Background: an optimization exercise with open tools, aiming at small area, a short achievable clock period and few clock cycles. Do not read the settings as production practice.
The RTL was checked by simulation tests, not by an equivalence proof against the original design.

Design aes_inv_key_sched, start of the top module:
module aes_inv_key_sched (
    input  logic         clk,
    input  logic         rst_n,
    input  logic         clear,
    input  logic [127:0] key_in,
    input  logic         key_valid,
    output logic         key_ready,
    output logic [127:0] rk_out,
    output logic [3:0]   rk_round,
    output logic         rk_valid,
    input  logic         rk_ready,
    output logic         rk_last,
    output logic         busy
);
    logic [127:0] key_reg;
    logic [3:0]   ctr;
    logic         busy_q, ready_q, emit_q, last_q;
    logic         run_q;    
    logic         dir_q;    
    logic [31:0]  w0, w1, w2, w3;
    logic [31:0]  sbox_in, rot, sub, t;
    logic [7:0]   rcon;     
    logic [31:0]  n0, n1, n2, n3, t_f;
    logic         e, f;
    assign w0 = key_reg[127:96];
    assign w1 = key_reg[95:64];
    assign w2 = key_reg[63:32];
    assign w3 = key_reg[31:0];
    assign sbox_in = w3 ^ ({32{dir_q}} & w2);
    assign rot     = {sbox_in[23:0], sbox_in[31:24]};
    for (genvar b = 0; b < 4; b++) begin : g_sbox
        aes_sbox u_sbox (
            .a (rot[8*b +: 8]),
            .y (sub[8*b +: 8])
        );
    end
    assign t = sub ^ {rcon, 24'h000000};
    assign e   = !dir_q || rk_ready;
    assign f   = !dir_q;    
    assign t_f = {32{f}} & t;
    assign n0 = w0 ^ ({32{e}} & t);
  ...
==> module aes_inv_key_sched, before the edit <==
module aes_inv_key_sched (
    input  logic         clk,
    input  logic         rst_n,
    input  logic         clear,
    input  logic [127:0] key_in,
    input  logic         key_valid,
    output logic         key_ready,
    output logic [127:0] rk_out,
    output logic [3:0]   rk_round,
    output logic         rk_valid,
    input  logic         rk_ready,
    output logic         rk_last,
    output logic         busy
);
    logic [127:0] key_reg;
    logic [3:0]   ctr;
    logic         busy_q, ready_q, emit_q, last_q;
    logic         run_q;    
    logic         dir_q;    
    logic [31:0]  w0, w1, w2, w3;
    logic [31:0]  sbox_in, rot, sub, t;
    logic [7:0]   rcon;     
    logic [31:0]  n0, n1, n2, n3, t_f;
    logic         e, f;
    assign w0 = key_reg[127:96];
    assign w1 = key_reg[95:64];
    assign w2 = key_reg[63:32];
    assign w3 = key_reg[31:0];
    assign sbox_in = w3 ^ ({32{dir_q}} & w2);
    assign rot     = {sbox_in[23:0], sbox_in[31:24]};
    for (genvar b = 0; b < 4; b++) begin : g_sbox
        aes_sbox u_sbox (
            .a (rot[8*b +: 8]),
            .y (sub[8*b +: 8])
        );
    end
    assign t = sub ^ {rcon, 24'h000000};
    assign e   = !dir_q || rk_ready;
    assign f   = !dir_q;    
    assign t_f = {32{f}} & t;
    assign n0 = w0 ^ ({32{e}} & t);
    assign n1 = w1 ^ ({32{e}} & w0) ^ t_f;
    assign n2 = w2 ^ ({32{e}} & w1) ^ ({32{f}} & n0);
    assign n3 = w3 ^ ({32{e}} & w2) ^ ({32{f}} & n1);
    always_ff @(posedge clk) key_reg <= run_q ? {n0, n1, n2, n3} : key_in;
    logic rcon_last;
    assign rcon_last = rcon[5] && rcon[2];    
    always_ff @(posedge clk) begin
        if (!run_q)                       rcon <= 8'h01;
        else if (!dir_q) begin
            if (!rcon_last)               rcon <= {rcon[6:0], 1'b0} ^ (rcon[7] ? 8'h1b : 8'h00);
        end else if (rk_ready)            rcon <= rcon[0] ? ({1'b1, rcon[7:1]} ^ 8'h0d) : {1'b0, rcon[7:1]};
    end
    always_ff @(posedge clk) begin
        if (!run_q)                       ctr <= 4'd10;
        else if (dir_q && rk_ready)       ctr <= ctr - 4'd1;
    end
    logic accept, fwd_done, rk_hs, done;
    assign accept   = !busy_q && key_valid;    
    assign fwd_done = run_q && !dir_q && rcon_last;
    assign rk_hs    = emit_q && rk_ready;
    assign done     = rk_hs && (ctr == 4'd0);
    always_ff @(posedge clk) begin
        if (clear || !run_q) dir_q <= 1'b0;
        else if (fwd_done)    dir_q <= 1'b1;
    end
    always_ff @(posedge clk or negedge rst_n) begin
        if (!rst_n)              run_q <= 1'b0;
        else if (clear)          run_q <= 1'b0;
        else if (!run_q)         run_q <= key_valid;
        else if (done)           run_q <= 1'b0;
    end
    always_ff @(posedge clk or negedge rst_n) begin
        if (!rst_n) begin
            busy_q  <= 1'b0;
            ready_q <= 1'b1;
            emit_q  <= 1'b0;
            last_q  <= 1'b0;
        end else if (clear) begin
            busy_q  <= 1'b0;
            ready_q <= 1'b1;
            emit_q  <= 1'b0;
            last_q  <= 1'b0;
        end else begin
            if (accept) begin
                busy_q  <= 1'b1;
                ready_q <= 1'b0;
            end else if (done) begin
                busy_q  <= 1'b0;
                ready_q <= 1'b1;
            end
            if (fwd_done)  emit_q <= 1'b1;
            else if (done) emit_q <= 1'b0;
            if (rk_hs) last_q <= (ctr == 4'd1);
        end
    end
    assign key_ready = ready_q;
    assign busy      = busy_q;
    assign rk_valid  = emit_q;
    assign rk_last   = last_q;
    assign rk_out    = key_reg;
    assign rk_round  = ctr;
endmodule
export LEC_CHECK = 0
export CAP_MARGIN = 20
export CORE_MARGIN = 2
export CORE_UTILIZATION = 40
export SLEW_MARGIN = 20
create_clock -name core_clock -period 25.0 [get_ports {clk}]
standard.sh (not shown) runs the stock make flow with config.mk's settings and CLKGATE_MAP_FILE= SYNTH_SCRIPT=/design/flow/synth_recipe.tcl, a recipe that flattens the netlist after the stock synthesis.
==> flow/flow/run.sh <==
#!/bin/bash
# The standard layout (standard.sh), with these changes:
#  - synthesis maps logic with an area-oriented ABC script (flow/area.abc)
#    instead of ORFS's speed script; everything else in synthesis is as in
#    synth_recipe.tcl (same register mapping, flattening and renaming);
#  - the port buffers are buf_1 cells (repair_timing upsizes those on critical paths);
#  - repair_timing works to a setup margin of MARGIN ns (the SDC and its
#    clock period are unchanged).
set -euo pipefail
D=$(pwd)
MARGIN=$(cat flow/margin.txt)
{ cat flow/my_abc.tcl; cat synth_recipe.tcl; } > my_synth.tcl
sed 's#/synth_recipe.tcl#/my_synth.tcl#' standard.sh > my_standard.sh
export MY_ABC_SCRIPT=$D/flow/area.abc
export BUFFER_PORTS_ARGS="-buffer_cell sky130_fd_sc_hd__buf_1"
export SETUP_SLACK_MARGIN=$MARGIN
bash my_standard.sh > standard.log 2>&1
==> flow/flow/area.abc <==
strash
&get -n
&st
&dch -f
&nf -a -R 1000
&put
topo
stime -c
buffer -c
upsize -c
dnsize -c
==> flow/flow/margin.txt <==
18.5
==> flow/flow/my_abc.tcl <==
proc abc {args} {
  set i [lsearch -exact $args -script]
  if {$i >= 0 && [info exists ::env(MY_ABC_SCRIPT)]} { lset args [expr {$i+1}] $::env(MY_ABC_SCRIPT) }
  set j [lsearch -exact $args -D]
  if {$j >= 0 && [info exists ::env(MY_ABC_NO_D)]} { set args [lreplace $args $j [expr {$j+1}]] }
  yosys abc {*}$args
}
Testbench counts at the start, summed over its fixed seeds: cycles 7,040.
Rerun with:
--- a/flow/design.v
+++ b/flow/design.v
@@ -151,17 +151,16 @@
     output logic         rk_last,
     output logic         busy
 );
     logic [127:0] key_reg;
     logic [3:0]   ctr;
     logic         busy_q, ready_q, emit_q, last_q;
-    logic         run_q;    
     logic         dir_q;    
     logic [31:0]  w0, w1, w2, w3;
     logic [31:0]  sbox_in, rot, sub, t;
-    logic [7:0]   rcon;     
+    logic [7:0]   rcon;
     logic [31:0]  n0, n1, n2, n3, t_f;
     logic         e, f;
     assign w0 = key_reg[127:96];
     assign w1 = key_reg[95:64];
     assign w2 = key_reg[63:32];
     assign w3 = key_reg[31:0];
@@ -170,47 +169,50 @@
     for (genvar b = 0; b < 4; b++) begin : g_sbox
         aes_sbox u_sbox (
             .a (rot[8*b +: 8]),
             .y (sub[8*b +: 8])
         );
     end
+    always_comb begin
+        case (ctr)
+            4'd1:    rcon = 8'h01;
+            4'd2:    rcon = 8'h02;
+            4'd3:    rcon = 8'h04;
+            4'd4:    rcon = 8'h08;
+            4'd5:    rcon = 8'h10;
+            4'd6:    rcon = 8'h20;
+            4'd7:    rcon = 8'h40;
+            4'd8:    rcon = 8'h80;
+            4'd9:    rcon = 8'h1b;
+            4'd10:   rcon = 8'h36;
+            default: rcon = 8'h00;
+        endcase
+    end
     assign t = sub ^ {rcon, 24'h000000};
-    assign e   = !dir_q || rk_ready;
-    assign f   = !dir_q;    
+    assign e   = !emit_q || rk_ready;
+    assign f   = e && !dir_q;
     assign t_f = {32{f}} & t;
     assign n0 = w0 ^ ({32{e}} & t);
     assign n1 = w1 ^ ({32{e}} & w0) ^ t_f;
     assign n2 = w2 ^ ({32{e}} & w1) ^ ({32{f}} & n0);
     assign n3 = w3 ^ ({32{e}} & w2) ^ ({32{f}} & n1);
-    always_ff @(posedge clk) key_reg <= run_q ? {n0, n1, n2, n3} : key_in;
-    logic rcon_last;
-    assign rcon_last = rcon[5] && rcon[2];    
+    always_ff @(posedge clk) key_reg <= busy_q ? {n0, n1, n2, n3} : key_in;
     always_ff @(posedge clk) begin
-        if (!run_q)                       rcon <= 8'h01;
-        else if (!dir_q) begin
-            if (!rcon_last)               rcon <= {rcon[6:0], 1'b0} ^ (rcon[7] ? 8'h1b : 8'h00);
-        end else if (rk_ready)            rcon <= rcon[0] ? ({1'b1, rcon[7:1]} ^ 8'h0d) : {1'b0, rcon[7:1]};
-    end
-    always_ff @(posedge clk) begin
-        if (!run_q)                       ctr <= 4'd10;
-        else if (dir_q && rk_ready)       ctr <= ctr - 4'd1;
+        if (!busy_q)                      ctr <= 4'd1;
+        else if (!emit_q) begin
+            if (ctr != 4'd10)             ctr <= ctr + 4'd1;
+        end else if (rk_ready)            ctr <= ctr - 4'd1;
     end
     logic accept, fwd_done, rk_hs, done;
-    assign accept   = !busy_q && key_valid;    
-    assign fwd_done = run_q && !dir_q && rcon_last;
+    assign accept   = !busy_q && key_valid;
+    assign fwd_done = busy_q && !emit_q && (ctr == 4'd10);
     assign rk_hs    = emit_q && rk_ready;
     assign done     = rk_hs && (ctr == 4'd0);
     always_ff @(posedge clk) begin
-        if (clear || !run_q) dir_q <= 1'b0;
+        if (clear || !busy_q) dir_q <= 1'b0;
         else if (fwd_done)    dir_q <= 1'b1;
-    end
-    always_ff @(posedge clk or negedge rst_n) begin
-        if (!rst_n)              run_q <= 1'b0;
-        else if (clear)          run_q <= 1'b0;
-        else if (!run_q)         run_q <= key_valid;
-        else if (done)           run_q <= 1'b0;
     end
     always_ff @(posedge clk or negedge rst_n) begin
         if (!rst_n) begin
             busy_q  <= 1'b0;
             ready_q <= 1'b1;
             emit_q  <= 1'b0;
What happened: Routed wire length went up by 8.6%; worst hold slack improved by 15 ps; cell count fell by 0.68%; final area goes up by 1.3%; clock-buffer cell count falls by 1; critical path depth climbs by 1; setup slack gets worse by 78 ps; first-iteration DRC count drops by 20%; non-clock buffer count goes up by 5.
Testbench counts after the change, summed over its fixed seeds: cycles 7,040.

static timing again, ports no longer ideal:
The results above use ideal ports. As a check the final layouts listed here were re-extracted and re-timed, cells and wires unchanged. Step 1 (the two cells are an assumption about what drives the block):
set clk [get_ports {clk}]
set_driving_cell -lib_cell sky130_fd_sc_hd__clkbuf_16 $clk
set_driving_cell -lib_cell sky130_fd_sc_hd__buf_2 [delete_from_list [all_inputs] $clk]
Step 2, shift: input delay + t, output delay - t, t = (earliest + latest rising clock arrival at the registers) / 2. This alone moves slack from input paths to output paths. Slacks: no drivers / after step 1 / after step 2; pairs: no drivers / after step 1.
run | shift t [ns] | setup slack, ns | worst data-port slew with drivers (ns)
the first run | 0.491 | 18.640 / 18.663 / 18.172 | 0.08
the second run | 0.492 | 18.562 / 18.587 / 18.094 | 0.08
After both steps every run listed still meets setup and hold.
